What follows belongs to an exercise in optimizing a design on an open flow for small area, a short achievable clock period and few clock cycles per item; a production flow would make more cautious choices. Function was checked by simulation only, so behaviour that the tests miss may differ from the original.

==> job 489 <==
Design iob_top, start of the top module:
module iob_top #(
	parameter int MEM_WORDS = 256
) (
	input  logic        clk_sys,
	input  logic        reset,
	input  logic        rx_req,
	input  logic [7:0]  rx_byte,
	output logic        rx_ack,
	output logic        tx_req,
	output logic [7:0]  tx_byte,
	input  logic        tx_ack,
	input  logic        loc_req,
	input  logic        loc_we,
	input  logic [15:0] loc_addr,
	input  logic [15:0] loc_wdata,
	output logic        loc_ack,
	output logic [15:0] loc_rdata,
	output logic [1:0]  loc_status
);
make LEC_CHECK=0 CAP_MARGIN=20 CORE_MARGIN=2 CORE_UTILIZATION=60 CTS_CLUSTER_DIAMETER=50 CTS_CLUSTER_SIZE=30 SETUP_SLACK_MARGIN=3.3 SLEW_MARGIN=20 SYNTH_HIERARCHICAL=1 SYNTH_MEMORY_MAX_BITS=8192 finish   # period 6.0 ns
run.sh (not shown) runs the stock make flow with config.mk's settings and CLKGATE_MAP_FILE= SYNTH_SCRIPT=/design/flow/synth_recipe.tcl, a recipe that flattens the netlist after the stock synthesis.
==> job 8566: changes against job 489 <==
==> flow/design.v (replaced) <==
`timescale 1ns/1ps
`default_nettype none
module bus_mem (
	input  logic        clk_sys,
	input  logic        we,
	input  logic [7:0]  addr,
	input  logic [15:0] wdata,
	output logic [15:0] rdata
);
	logic [15:0] mem [256];
	always_ff @(posedge clk_sys)
		if (we)
			mem[addr] <= wdata;
	assign rdata = mem[addr];
endmodule
`default_nettype wire
`timescale 1ns/1ps
`default_nettype none
module iob_top #(
	parameter int MEM_WORDS = 256
) (
	input  logic        clk_sys,
	input  logic        reset,
	input  logic        rx_req,
	input  logic [7:0]  rx_byte,
	output logic        rx_ack,
	output logic        tx_req,
	output logic [7:0]  tx_byte,
	input  logic        tx_ack,
	input  logic        loc_req,
	input  logic        loc_we,
	input  logic [15:0] loc_addr,
	input  logic [15:0] loc_wdata,
	output logic        loc_ack,
	output logic [15:0] loc_rdata,
	output logic [1:0]  loc_status
);
	logic [2:0]  rx_pos;     
	logic        c_ok;       
	logic        c_wr;       
	logic [7:0]  b_a1, b_ahi, b_alo;
	logic [15:0] b_d;        
	logic        fr_rdy;     
	logic [2:0]  tx_pos;     
	logic        t_ok;       
	logic        acc_link, acc_loc, acc_wen, acc_inr;
	logic [7:0]  acc_addr;
	logic [15:0] acc_wd;
	logic [15:0] mem_rdata;
	logic        loc_inr;
	logic [15:0] loc_rd;
	logic slot_free, take, take_last, tx_done_byte, loc_load;
	assign tx_done_byte = tx_req && tx_ack;
	assign slot_free = !fr_rdy || (tx_pos > rx_pos) || (tx_pos == rx_pos && tx_done_byte);
	assign take = rx_req && !rx_ack && slot_free;
	assign take_last = take && (rx_pos == 3'd5);
	assign loc_load = loc_req && !loc_ack && !acc_loc && !take_last;
	always_ff @(posedge clk_sys) begin
		if (reset) begin
			rx_ack <= 1'b0;
			rx_pos <= 3'd0;
			tx_req <= 1'b0;
			tx_pos <= 3'd0;
			fr_rdy <= 1'b0;
			loc_ack <= 1'b0;
			acc_link <= 1'b0;
			acc_loc <= 1'b0;
		end else begin
			if (take) begin
				rx_ack <= 1'b1;
				rx_pos <= take_last ? 3'd0 : rx_pos + 3'd1;
			end else if (rx_ack && !rx_req)
				rx_ack <= 1'b0;
			if (tx_req) begin
				if (tx_ack) begin
					tx_req <= 1'b0;
					if (tx_pos == 3'd5) begin
						tx_pos <= 3'd0;
						fr_rdy <= 1'b0;
					end else
						tx_pos <= tx_pos + 3'd1;
				end
			end else if (fr_rdy && !tx_ack)
				tx_req <= 1'b1;
			if (take_last)
				fr_rdy <= 1'b1;
			acc_link <= take_last;
			acc_loc <= loc_load;
			if (acc_loc)
				loc_ack <= 1'b1;
			else if (loc_ack && !loc_req)
				loc_ack <= 1'b0;
		end
	end
	always_ff @(posedge clk_sys) begin
		if (take) begin
			case (rx_pos)
				3'd0: begin
					c_ok <= rx_byte[7] && (rx_byte[3:0] == 4'h2 || rx_byte[3:0] == 4'h3);
					c_wr <= rx_byte[3:0] == 4'h2;
				end
				3'd1: b_a1 <= rx_byte;
				3'd2: b_ahi <= rx_byte;
				3'd3: b_alo <= rx_byte;
				3'd4: b_d[15:8] <= rx_byte;
				default: b_d[7:0] <= rx_byte;
			endcase
		end else if (acc_link && !acc_wen)
			b_d <= mem_rdata;  
		if (take_last)
			t_ok <= c_ok && (b_ahi == 8'h00);
	end
	always_ff @(posedge clk_sys) begin
		if (take_last) begin
			acc_addr <= b_alo;
			acc_wd <= {b_d[15:8], rx_byte};
			acc_wen <= c_ok && c_wr && (b_ahi == 8'h00);
			acc_inr <= 1'b1;
		end else if (loc_load) begin
			acc_addr <= loc_addr[7:0];
			acc_wd <= loc_wdata;
			acc_wen <= loc_we && (loc_addr[15:8] == 8'h00);
			acc_inr <= loc_addr[15:8] == 8'h00;
		end
		if (!take_last && !loc_load)
			acc_wen <= 1'b0;  
	end
	always_ff @(posedge clk_sys) begin
		if (acc_loc) begin
			loc_rd <= mem_rdata;
			loc_inr <= acc_inr;
		end
	end
	assign loc_rdata = loc_inr ? loc_rd : 16'h0000;
	assign loc_status = {!loc_inr, loc_inr};
	bus_mem bus_mem_inst (
		.clk_sys,
		.we(acc_wen),
		.addr(acc_addr),
		.wdata(acc_wd),
		.rdata(mem_rdata)
	);
	always_comb begin
		case (tx_pos)
			3'd0: tx_byte = {6'b000000, c_ok, !t_ok};
			3'd1: tx_byte = b_a1;
			3'd2: tx_byte = b_ahi;
			3'd3: tx_byte = b_alo;
			3'd4: tx_byte = t_ok ? b_d[15:8] : 8'h00;
			default: tx_byte = t_ok ? b_d[7:0] : 8'h00;
		endcase
	end
endmodule
`default_nettype wire
CORE_UTILIZATION = 50   (was 60)
CTS_CLUSTER_DIAMETER = default   (was 50)
CTS_CLUSTER_SIZE = default   (was 30)
SETUP_SLACK_MARGIN = default   (was 3.3)
SYNTH_HIERARCHICAL = default   (was 1)
==> job 1569: changes against job 489 <==
==> flow/design.v (replaced) <==
`timescale 1ns/1ps
`default_nettype none
module bus_mem (
	input  logic        clk_sys,
	input  logic [15:0] hi,
	input  logic [15:0] hiw,
	input  logic [15:0] lo,
	input  logic [15:0] wdata,
	output logic [15:0] rdata
);
	logic [15:0] mem [256];
	logic [15:0] row [16];
	for (genvar w = 0; w < 256; w++) begin : g_word
		always_ff @(posedge clk_sys)
			if (hiw[w / 16] && lo[w % 16])
				mem[w] <= wdata;
	end
	always_comb begin
		for (int r = 0; r < 16; r++) begin
			row[r] = 16'h0000;
			for (int c = 0; c < 16; c++)
				row[r] = row[r] | (mem[16 * r + c] & {16{lo[c]}});
		end
		rdata = 16'h0000;
		for (int r = 0; r < 16; r++)
			rdata = rdata | (row[r] & {16{hi[r]}});
	end
endmodule
`default_nettype wire
`timescale 1ns/1ps
`default_nettype none
module iob_top #(
	parameter int MEM_WORDS = 256
) (
	input  logic        clk_sys,
	input  logic        reset,
	input  logic        rx_req,
	input  logic [7:0]  rx_byte,
	output logic        rx_ack,
	output logic        tx_req,
	output logic [7:0]  tx_byte,
	input  logic        tx_ack,
	input  logic        loc_req,
	input  logic        loc_we,
	input  logic [15:0] loc_addr,
	input  logic [15:0] loc_wdata,
	output logic        loc_ack,
	output logic [15:0] loc_rdata,
	output logic [1:0]  loc_status
);
	logic [2:0]  rx_pos;     
	logic        c_ok;       
	logic        c_wr;       
	logic [7:0]  b_a1, b_ahi, b_alo;
	logic [15:0] b_d;        
	logic        fr_rdy;     
	logic [2:0]  tx_pos;     
	logic        t_ok;       
	logic        acc_link, acc_loc, acc_wen, acc_inr;
	logic [15:0] acc_hi, acc_hiw, acc_lo;
	logic [15:0] acc_wd;
	logic [15:0] mem_rdata;
	logic slot_free, take, take_last, loc_load;
	logic f_inr, f_ok, l_inr;
	logic [7:0] a_sel;
	assign slot_free = !fr_rdy || (tx_pos > rx_pos) || (tx_pos == rx_pos && tx_req && tx_ack);
	assign take = rx_req && !rx_ack && slot_free;
	assign take_last = take && (rx_pos == 3'd5);
	assign loc_load = loc_req && !loc_ack && !acc_loc && !take_last;
	assign f_inr = (b_ahi == 8'h00);
	assign f_ok = c_ok && f_inr;
	assign l_inr = (loc_addr[15:8] == 8'h00);
	assign a_sel = take_last ? b_alo : loc_addr[7:0];
	always_ff @(posedge clk_sys) begin
		if (reset) begin
			rx_ack <= 1'b0;
			rx_pos <= 3'd0;
			tx_req <= 1'b0;
			tx_pos <= 3'd0;
			fr_rdy <= 1'b0;
			loc_ack <= 1'b0;
			acc_link <= 1'b0;
			acc_loc <= 1'b0;
		end else begin
			if (take) begin
				rx_ack <= 1'b1;
				rx_pos <= take_last ? 3'd0 : rx_pos + 3'd1;
			end else if (rx_ack && !rx_req)
				rx_ack <= 1'b0;
			if (tx_req) begin
				if (tx_ack) begin
					tx_req <= 1'b0;
					if (tx_pos == 3'd5) begin
						tx_pos <= 3'd0;
						fr_rdy <= 1'b0;
					end else
						tx_pos <= tx_pos + 3'd1;
				end
			end else if (fr_rdy && !tx_ack)
				tx_req <= 1'b1;
			if (take_last)
				fr_rdy <= 1'b1;
			acc_link <= take_last;
			acc_loc <= loc_load;
			if (acc_loc)
				loc_ack <= 1'b1;
			else if (loc_ack && !loc_req)
				loc_ack <= 1'b0;
		end
	end
	always_ff @(posedge clk_sys) begin
		if (take) begin
			case (rx_pos)
				3'd0: begin
					c_ok <= rx_byte[7] && (rx_byte[3:0] == 4'h2 || rx_byte[3:0] == 4'h3);
					c_wr <= rx_byte[3:0] == 4'h2;
				end
				3'd1: b_a1 <= rx_byte;
				3'd2: b_ahi <= rx_byte;
				3'd3: b_alo <= rx_byte;
				3'd4: b_d[15:8] <= rx_byte;
				default: b_d[7:0] <= rx_byte;
			endcase
		end else if (acc_link && !acc_wen)
			b_d <= mem_rdata;  
		if (take_last)
			t_ok <= f_ok;
	end
	always_ff @(posedge clk_sys) begin
		acc_lo <= 16'(1) << a_sel[3:0];
		acc_wd <= take_last ? {b_d[15:8], rx_byte} : loc_wdata;
		acc_inr <= l_inr;
		if (take_last) begin
			acc_hi <= f_ok ? 16'(1) << a_sel[7:4] : 16'h0000;
			acc_hiw <= (f_ok && c_wr) ? 16'(1) << a_sel[7:4] : 16'h0000;
			acc_wen <= f_ok && c_wr;
		end else if (loc_load) begin
			acc_hi <= l_inr ? 16'(1) << a_sel[7:4] : 16'h0000;
			acc_hiw <= (l_inr && loc_we) ? 16'(1) << a_sel[7:4] : 16'h0000;
			acc_wen <= l_inr && loc_we;
		end else begin
			acc_hi <= 16'h0000;
			acc_hiw <= 16'h0000;
			acc_wen <= 1'b0;
		end
	end
	always_ff @(posedge clk_sys) begin
		if (acc_loc) begin
			loc_rdata <= mem_rdata;  
			loc_status <= {!acc_inr, acc_inr};
		end
	end
	bus_mem bus_mem_inst (
		.clk_sys,
		.hi(acc_hi),
		.hiw(acc_hiw),
		.lo(acc_lo),
		.wdata(acc_wd),
		.rdata(mem_rdata)
	);
	always_ff @(posedge clk_sys) begin
		if (!tx_req) begin
			case (tx_pos)
				3'd0: tx_byte <= {6'b000000, c_ok, !t_ok};
				3'd1: tx_byte <= b_a1;
				3'd2: tx_byte <= b_ahi;
				3'd3: tx_byte <= b_alo;
				3'd4: tx_byte <= b_d[15:8];
				default: tx_byte <= b_d[7:0];
			endcase
		end
	end
endmodule
`default_nettype wire
SETUP_SLACK_MARGIN = 3.0   (was 3.3)
SYNTH_HIERARCHICAL = default   (was 1)
==> run summary <==
result of the run finished clean; area after detailed placement between 150,000 and 200,000 sq um; Std-Cell Rows 185; data arrival time of the critical path 3960 ps; post-synthesis adder-cell area fraction 0.000735; commonest cells in the synthesized netlist edfxtp_1 (4,165), a221oi_1 (1,031), a22o_1 (1,024); Max Fanout on Critical Path 39; area of the mapped netlist 153,000 sq um; combined area of the multi-input logic cells 25,800 sq um; total of fill cells in the finished design roughly 16,000; Syn Inst Count 7,827; total detailed-routing wirelength about 500,000 um; count of flip-flops and latches about 4,200; Logic inverters 10; worst min-delay path startpoint acc_inr
# the run above: job 1569

==> run summary <==
result of the run finished clean; combined area of the multi-input logic cells 34,400 sq um; total of fill cells in the finished design 23,884; data arrival time of the critical path ~6000 ps; worst min-delay path startpoint acc_inr; Syn Inst Count 7,601; area after detailed placement about 170,000 sq um; Max Fanout on Critical Path 38
# the run above: job 8566

==> run summary <==
result of the run finished clean; data arrival time of the critical path 4010 ps; count of flip-flops and latches between 4,000 and 5,000; area after detailed placement 156,000 sq um; area of the mapped netlist 149,000 sq um; total detailed-routing wirelength 445,000 um; total of fill cells in the finished design between 15,000 and 20,000; Std-Cell Rows 183; Syn Inst Count 7,263
# the run above: job 489

Testbench counts of job 489, summed over its fixed seeds: cycles 7,960, items 1,408.
Testbench counts of job 8566, summed over its fixed seeds: cycles 7,856, items 1,408.
Testbench counts of job 1569, summed over its fixed seeds: cycles 7,856, items 1,408.

[separate check: timing with driven ports]
The flow's constraints put no driver on any port. The routed layouts listed below were extracted and timed again, unchanged, in two steps. Step 1 assumes that a clkbuf_16 drives the clock port and a buf_2 every other input. Step 2 also shifts input and output timing later by t, the mid clock arrival at the registers, as if the neighbouring blocks saw the same clock. Slacks: ideal ports / drivers / drivers and shift; pairs: ideal ports / drivers.
run | shift t [ns] | slack for setup (ns) | latest minus earliest clock arrival (ns)
job 489 | 1.051 | 2.821 / 2.821 / 2.083 | 0.071 / 0.071
job 8566 | 1.060 | 0.835 / 0.754 / 0.835 | 0.090 / 0.089
job 1569 | 1.069 | 2.739 / 2.739 / 2.357 | 0.065 / 0.065
After both steps setup and hold are still met in every run listed. For job 489, which loses most, drivers alone change the setup slack by 0.000 ns; drivers and shift together by -0.738 ns.
